Context: an optimization exercise on an open-source flow, tuned for small area, a short achievable clock period and few clock cycles per item. The choices shown serve that exercise and are no tape-out recipe.
Where RTL was checked, it was by simulation tests only, not by an equivalence proof against the original.
No activity file was given, so power comes from the tool's default toggle rates.

Setup of run 1:
==> flow/design.v (excerpt) <==
module sliding_window_frame_detector_unit (
    input  logic                        clk,
    input  logic                        rst_n,
    input  logic                        in_valid,
    output logic                        in_stall,
    input  logic [7:0]                  rx_byte,
    output logic                        out_valid,
    input  logic                        out_stall,
    output logic                        frame_found,
    output logic [7:0]                  frame_address,
    output logic                        has_word,
    output logic [swfd_pkg::WIDX_W-1:0] word_index,
    output logic [15:0]                 data_word,
    output logic                        last,
    input  logic                        cfg_we,
    input  logic [swfd_pkg::CFG_W-1:0]  cfg_wdata
);
Settings: LEC_CHECK=0, ABC_CLOCK_PERIOD_IN_PS=2500, CAP_MARGIN=20, CORE_MARGIN=2, CORE_UTILIZATION=40, CTS_CLUSTER_DIAMETER=120, CTS_CLUSTER_SIZE=24, SETUP_SLACK_MARGIN=3.5, SLEW_MARGIN=20; clock period 6.0 ns.
standard.sh (not shown) runs the stock make flow with config.mk's settings and CLKGATE_MAP_FILE= SYNTH_SCRIPT=/design/flow/synth_recipe.tcl, a recipe that flattens the netlist after the stock synthesis.
==> flow/flow/run.sh <==
#!/bin/bash
# The standard layout (standard synthesis included), with plain buffers on the ports
# instead of the delay cells the placer picks by default.
set -euo pipefail
bash standard.sh "BUFFER_PORTS_ARGS=-buffer_cell sky130_fd_sc_hd__buf_4" finish > make_finish.log 2>&1
Run 1 went all the way through synthesis, placement and routing and the layout is clean on timing, DRC and antenna.
Testbench counts of run 1, summed over its fixed seeds: cycles 27,879, bytes 24,469.
Input-level comparison between run 2 and run 1:
# run 1
export LEC_CHECK = 0
export ABC_CLOCK_PERIOD_IN_PS = 2500
export CAP_MARGIN = 20
export CORE_MARGIN = 2
export CORE_UTILIZATION = 40
export CTS_CLUSTER_DIAMETER = 120
export CTS_CLUSTER_SIZE = 24
export SETUP_SLACK_MARGIN = 3.5
export SLEW_MARGIN = 20
create_clock -name core_clock -period 6.0 [get_ports {clk}]
# run 2
export LEC_CHECK = 0
export ABC_CLOCK_PERIOD_IN_PS = 2500
export CAP_MARGIN = 20
export CORE_MARGIN = 2
export CORE_UTILIZATION = 55
export CTS_CLUSTER_DIAMETER = 120
export CTS_CLUSTER_SIZE = 24
export SETUP_SLACK_MARGIN = 3.5
export SLEW_MARGIN = 20
create_clock -name core_clock -period 6.0 [get_ports {clk}]
Across run 1 and run 2, none had a timing, DRC or antenna violation. In the metrics for run 1 and run 2, the one carrying the lower setup fix buffers added after clock tree synthesis is run 1. Of the two values seen for launch point of the critical path, r1_v$_DFFE_PN0P_ was produced by run 2 and out_valid$_DFFE_PN0N_ by run 1. Summary of run 2 over run 1: total number of cells along the worst setup path rose 6; slew at the pin closest to its max-slew limit saw an increase; net switching fraction of the power shows a reduction of 0.25 points; placed wire-length estimate after detailed placement shows a reduction of 180 µm; number of non-clock inverters in the layout shows a reduction of 2.0%. Run 2 contains fewer vias than run 1. Higher non-clock buffer count was reported by run 2, not run 1. Power share of the combinational group (run 2 over run 1): increase, 0.9 points. Run 2 improves on run 1 in post-layout instance area.
> inputs changed (run 2 -> run 3)
# run 2
export LEC_CHECK = 0
export ABC_CLOCK_PERIOD_IN_PS = 2500
export CAP_MARGIN = 20
export CORE_MARGIN = 2
export CORE_UTILIZATION = 55
export CTS_CLUSTER_DIAMETER = 120
export CTS_CLUSTER_SIZE = 24
export SETUP_SLACK_MARGIN = 3.5
export SLEW_MARGIN = 20
create_clock -name core_clock -period 6.0 [get_ports {clk}]
# run 3
export LEC_CHECK = 0
export ABC_CLOCK_PERIOD_IN_PS = 2500
export CAP_MARGIN = 20
export CORE_MARGIN = 2
export CORE_UTILIZATION = 40
export CTS_CLUSTER_DIAMETER = 120
export CTS_CLUSTER_SIZE = 24
export SETUP_SLACK_MARGIN = 3.7
export SLEW_MARGIN = 20
create_clock -name core_clock -period 6.0 [get_ports {clk}]
## What came out
Summary of run 3 over run 2: total instance count after detailed placement up 206, arrival time at the worst endpoint down 1.52 ns, share of power burned in combinational logic up 1.1 points, power dissipated in the clock network up about 2%.
Total power went up slightly going from run 2 to run 3.
Per the comparison of run 3 with run 2, sequential share of layout area fell 1.2 points; maximum frequency rose about 2%; delay of the slowest cell on the worst path fell 0.18 ns.
Of run 3 and run 2, the higher worst relative slew slack belongs to run 3.
A classification of the worst setup path of reg -> out is what run 3 shows, while reg -> reg belongs to run 2.
Input changes introduced in run 4 (baseline for comparison: run 3):
# run 3
export LEC_CHECK = 0
export ABC_CLOCK_PERIOD_IN_PS = 2500
export CAP_MARGIN = 20
export CORE_MARGIN = 2
export CORE_UTILIZATION = 40
export CTS_CLUSTER_DIAMETER = 120
export CTS_CLUSTER_SIZE = 24
export SETUP_SLACK_MARGIN = 3.7
export SLEW_MARGIN = 20
create_clock -name core_clock -period 6.0 [get_ports {clk}]
# run 4
export LEC_CHECK = 0
export ABC_AREA = 1
export CAP_MARGIN = 20
export CORE_MARGIN = 2
export CORE_UTILIZATION = 40
export CTS_CLUSTER_DIAMETER = 120
export CTS_CLUSTER_SIZE = 24
export SETUP_SLACK_MARGIN = 3.5
export SLEW_MARGIN = 20
create_clock -name core_clock -period 6.0 [get_ports {clk}]
## What came out
As far as clock buffer count from CTS goes, run 4 and run 3 are indistinguishable; the numbers are identical. Run 4 vs. run 3: number of cells on the critical path went up by 1. From run 3 to run 4 the numbers moved as follows: power went down 340 µW; detailed placement HPWL went up 16%; combinational fraction of design power went up 0.4 points; clock skew held. Comparing run 3 and run 4, the lower minimum clock period after layout is on run 3. [diff] total vias in the final route, run 4 relative to run 3: regression. In run 4, buffering overhead is lower than in run 3. Comparing run 3 and run 4, chip width is lower on run 3.
Input-level comparison between run 5 and run 4:
# run 4
export LEC_CHECK = 0
export ABC_AREA = 1
export CAP_MARGIN = 20
export CORE_MARGIN = 2
export CORE_UTILIZATION = 40
export CTS_CLUSTER_DIAMETER = 120
export CTS_CLUSTER_SIZE = 24
export SETUP_SLACK_MARGIN = 3.5
export SLEW_MARGIN = 20
create_clock -name core_clock -period 6.0 [get_ports {clk}]
# run 5
export LEC_CHECK = 0
export ABC_CLOCK_PERIOD_IN_PS = 2500
export CAP_MARGIN = 20
export CORE_MARGIN = 2
export CORE_UTILIZATION = 40
export CTS_CLUSTER_DIAMETER = 120
export CTS_CLUSTER_SIZE = 24
export SETUP_SLACK_MARGIN = 3.65
export SLEW_MARGIN = 20
create_clock -name core_clock -period 6.0 [get_ports {clk}]
[summary]
- As far as count of cells along the worst register-to-register path goes, run 4 and run 5 are indistinguishable; the numbers are identical.
- Instance count of the mapped netlist: run 5 vs run 4 down about 25%
- Going from run 4 to run 5, the die area was shrunk.
- Against run 4, multi-input combinational gate total in run 5 fell by more than a quarter.
- For first-iteration DRC count, dividing the value from run 4 by the value from run 5 gives 0.947.
- [run 5 vs run 4] wire length per cell: higher in run 5
[inputs] run 6 vs run 5
# run 5
export LEC_CHECK = 0
export ABC_CLOCK_PERIOD_IN_PS = 2500
export CAP_MARGIN = 20
export CORE_MARGIN = 2
export CORE_UTILIZATION = 40
export CTS_CLUSTER_DIAMETER = 120
export CTS_CLUSTER_SIZE = 24
export SETUP_SLACK_MARGIN = 3.65
export SLEW_MARGIN = 20
create_clock -name core_clock -period 6.0 [get_ports {clk}]
# run 6
export LEC_CHECK = 0
export ABC_CLOCK_PERIOD_IN_PS = 2500
export CAP_MARGIN = 20
export CORE_MARGIN = 2
export CORE_UTILIZATION = 40
export CTS_BUF_LIST = sky130_fd_sc_hd__clkbuf_8 sky130_fd_sc_hd__clkbuf_16
export CTS_CLUSTER_DIAMETER = 120
export CTS_CLUSTER_SIZE = 24
export SETUP_SLACK_MARGIN = 3.5
export SLEW_MARGIN = 20
create_clock -name core_clock -period 6.0 [get_ports {clk}]
==> comparison <==
Status: multi-input logic portion of the cell area parity (run 5, run 6)
Relative to run 5, post-cts sizing count has gone down in run 6.
Delta (run 6 minus run 5): total power has decreased; non-clock buffer count has decreased.

Starting RTL as in the previous note.
// sliding_window_frame_detector_unit
module sliding_window_frame_detector_unit (
    input  logic                        clk,
    input  logic                        rst_n,
    input  logic                        in_valid,
    output logic                        in_stall,
    input  logic [7:0]                  rx_byte,
    output logic                        out_valid,
    input  logic                        out_stall,
    output logic                        frame_found,
    output logic [7:0]                  frame_address,
    output logic                        has_word,
    output logic [swfd_pkg::WIDX_W-1:0] word_index,
    output logic [15:0]                 data_word,
    output logic                        last,
    input  logic                        cfg_we,
    input  logic [swfd_pkg::CFG_W-1:0]  cfg_wdata
);
    localparam int HD  = swfd_pkg::HIST_DEPTH;
    localparam int PW  = swfd_pkg::POS_W;
    localparam int CW  = swfd_pkg::CNT_W;
    localparam int WIW = swfd_pkg::WIDX_W;
    localparam int MW  = swfd_pkg::MAX_WORDS;
    logic [swfd_pkg::CFG_W-1:0] word_count_reg;
    logic [CW-1:0]              n_cap;
    assign n_cap = (word_count_reg > 5'(MW)) ? CW'(MW) : CW'(word_count_reg);
    logic          h_v;
    logic [7:0]    h_b;
    logic [CW-1:0] h_n;
    logic [WIW-1:0] h_m;             
    logic          h_zero;           
    logic          h_type;           
    logic          in_stall_reg;
    logic          accept;
    logic          consume_ok;
    logic          consume;
    assign in_stall = in_stall_reg;
    assign accept   = in_valid && !in_stall_reg;
    assign consume  = h_v && consume_ok;
    logic [HD*8-1:0] hist_flat;
    logic [7:0]      hist [HD];
    logic [PW-1:0]   vcnt_reg;       
    logic            vcnt4;          
    logic            replay;         
    swfd_ram #(
        .WIDTH (8),
        .DEPTH (HD)
    ) u_hist (
        .clk   (clk),
        .we    (consume || replay),
        .rot   (replay),
        .wdata (h_b),
        .rdata (hist_flat)
    );
    always_comb
    begin
  ...
export LEC_CHECK = 0
export ABC_CLOCK_PERIOD_IN_PS = 2500
export CAP_MARGIN = 20
export CORE_MARGIN = 2
export CORE_UTILIZATION = 40
export CTS_CLUSTER_DIAMETER = 120
export CTS_CLUSTER_SIZE = 24
export PLACE_DENSITY = 0.75
export SETUP_SLACK_MARGIN = 3.65
export SLEW_MARGIN = 20
create_clock -name core_clock -period 6.0 [get_ports {clk}]
Scripts as last shown in full above: flow/flow/run.sh
Testbench counts at the start, summed over its fixed seeds: cycles 27,879, bytes 24,469.
==> next run, changes <==
ABC_CLOCK_PERIOD_IN_PS = 3500   (was 2500)
PLACE_DENSITY = unset   (was 0.75)
SETUP_SLACK_MARGIN = 3.5   (was 3.65)
The new run completed with no timing, DRC or antenna violations.
Maximum frequency fell by 2.8%.
Setup slack loses 68 ps.
Flip-flop and latch count does not change.
Clock-buffer cell count does not change.
Global-route usage went up by 0.34 points.
Power goes down by 2.2%.
Synthesized cell count is unchanged.
Non-clock buffer count goes down by 12.
==> next run, changes <==
ABC_CLOCK_PERIOD_IN_PS = 2000   (was 3500)
After rerunning: The new run finished with timing, DRC and antenna clean; register-to-register slack stays flat; clock power hardly moves; fmax does not change; via count is unchanged.

sliding_window_frame_detector_unit, a different RTL version from the one above (not shown whole).
For scale: roughly 1400 cells after synthesis, about 51 I/O pins, ~20000 um^2 of cells after synthesis.
// sliding_window_frame_detector_unit
module sliding_window_frame_detector_unit (
    input  logic                        clk,
    input  logic                        rst_n,
    input  logic                        in_valid,
    output logic                        in_stall,
    input  logic [7:0]                  rx_byte,
    output logic                        out_valid,
    input  logic                        out_stall,
    output logic                        frame_found,
    output logic [7:0]                  frame_address,
    output logic                        has_word,
    output logic [swfd_pkg::WIDX_W-1:0] word_index,
    output logic [15:0]                 data_word,
    output logic                        last,
    input  logic                        cfg_we,
    input  logic [swfd_pkg::CFG_W-1:0]  cfg_wdata
);
export LEC_CHECK = 0
export ABC_CLOCK_PERIOD_IN_PS = 2500
export CAP_MARGIN = 20
export CORE_MARGIN = 2
export CORE_UTILIZATION = 40
export CTS_CLUSTER_DIAMETER = 120
export CTS_CLUSTER_SIZE = 24
export SETUP_SLACK_MARGIN = 3.65
export SLEW_MARGIN = 20
create_clock -name core_clock -period 6.0 [get_ports {clk}]
Scripts as last shown in full above: flow/flow/run.sh
Rerun with:
- SETUP_SLACK_MARGIN: 3.65 -> 3.5
Setup slack degrades by 0.13 ns.
First-iteration DRC count drops by about 8%.
Via count drops by about 0.5%.
Non-clock buffer count drops by 19.
Routed wire length drops by 1.3%.
Cell area drops by 1.1%.
Clock-buffer cell count stays the same.
Power drops by 0.99%.
Area after synthesis is unchanged.
Register-to-register slack degrades by 0.21 ns.
No run of this note included a check of the RTL's function; only the layout flow was run.

## main
Another version of the RTL of sliding_window_frame_detector_unit (not shown whole).
Size in the first run: roughly 500 flip-flops, ~51 I/O pins, ~20000 um^2 of cells after synthesis.
Settings: LEC_CHECK=0, ABC_CLOCK_PERIOD_IN_PS=2500, CAP_MARGIN=20, CORE_MARGIN=2, CORE_UTILIZATION=40, CTS_CLUSTER_DIAMETER=120, CTS_CLUSTER_SIZE=24, SETUP_SLACK_MARGIN=3.5, SLEW_MARGIN=20; clock period 6.0 ns.
Scripts as last shown in full above: flow/flow/run.sh
main | stages: all done | timing, DRC, antenna: all pass
Testbench counts of main, summed over its fixed seeds: cycles 27,879, bytes 24,469.
Edits applied to the flow inputs when going from main to the feature branch:
==> flow/run.sh (new file) <==
#!/bin/bash
# synth_recipe.tcl (not shown) runs the flow's synth.tcl, then flattens the netlist and writes it again
# the make line also repeats each setting of config.mk as NAME=value (left out here)
make -C /OpenROAD-flow-scripts/flow DESIGN_CONFIG=/design/flow/config.mk WORK_HOME=/design/flow/orfs CLKGATE_MAP_FILE= SYNTH_SCRIPT=/design/flow/synth_recipe.tcl finish
removed: flow/flow/run.sh
removed: flow/standard.sh
Notes after the runs:
The feature branch completed every stage of the flow, and the final layout passed the timing, design-rule and antenna checks.
Comparing main and the feature branch, area of all placed cells without fillers is lower on main.
Across both runs, internal power summed over all cells was higher for the feature branch than for main.
Wire length: lower on main
Compared with main, the feature branch shows combinational share of power higher by 1.0 points.
The feature branch gives less met2 track demand over resource than main did.

## re-timing with driven ports
The flow's constraints put no driver on any port. The routed layouts listed below were extracted and timed again, unchanged, in two steps. Step 1: set_driving_cell puts a clkbuf_16 on clk and a buf_2 on each other input, an assumption about the parent block. Step 2 times the ports against the registers' clock, not the clock port: input delays grow and output delays shrink by t, the midpoint of the rising clock arrivals with the driver on. Slacks: ideal / step 1 / step 2; pairs: ideal / step 1.
run | t (ns) | slack for setup (ns) | clock arrival spread, ns | worst slew at a driven data input, ns
run 1 | 0.629 | 3.612 / 3.555 / 3.067 | 0.029 / 0.029 | 0.05
run 2 | 0.616 | 3.626 / 3.594 / 3.086 | 0.020 / 0.020 | 0.08
run 3 | 0.623 | 3.675 / 3.620 / 3.329 | 0.031 / 0.031 | 0.05
run 4 | 0.628 | 3.550 / 3.492 / 3.056 | 0.030 / 0.030 | 0.04
run 5 | 0.621 | 3.673 / 3.619 / 3.133 | 0.023 / 0.023 | 0.05
run 6 | 0.626 | 3.617 / 3.560 / 3.060 | 0.028 / 0.028 | 0.05
the first run of note 2 | 0.617 | 3.679 / 3.631 / 3.187 | 0.025 / 0.025 | 0.04
the second run of note 2 | 0.629 | 3.612 / 3.555 / 3.067 | 0.029 / 0.029 | 0.05
the third run of note 2 | 0.629 | 3.612 / 3.555 / 3.067 | 0.029 / 0.029 | 0.05
the first run of note 3 | 0.621 | 3.662 / 3.607 / 3.243 | 0.032 / 0.033 | 0.03
the second run of note 3 | 0.633 | 3.527 / 3.527 / 3.025 | 0.055 / 0.055 | 0.03
main | 0.623 | 3.577 / 3.521 / 3.167 | 0.024 / 0.024 | 0.04
the feature branch | 0.621 | 3.539 / 3.486 / 2.990 | 0.028 / 0.028 | 0.04
After both steps setup and hold are still met in every run listed. The setup slack of run 6, which loses most, moves by -0.057 ns with the drivers and by -0.557 ns with both steps.
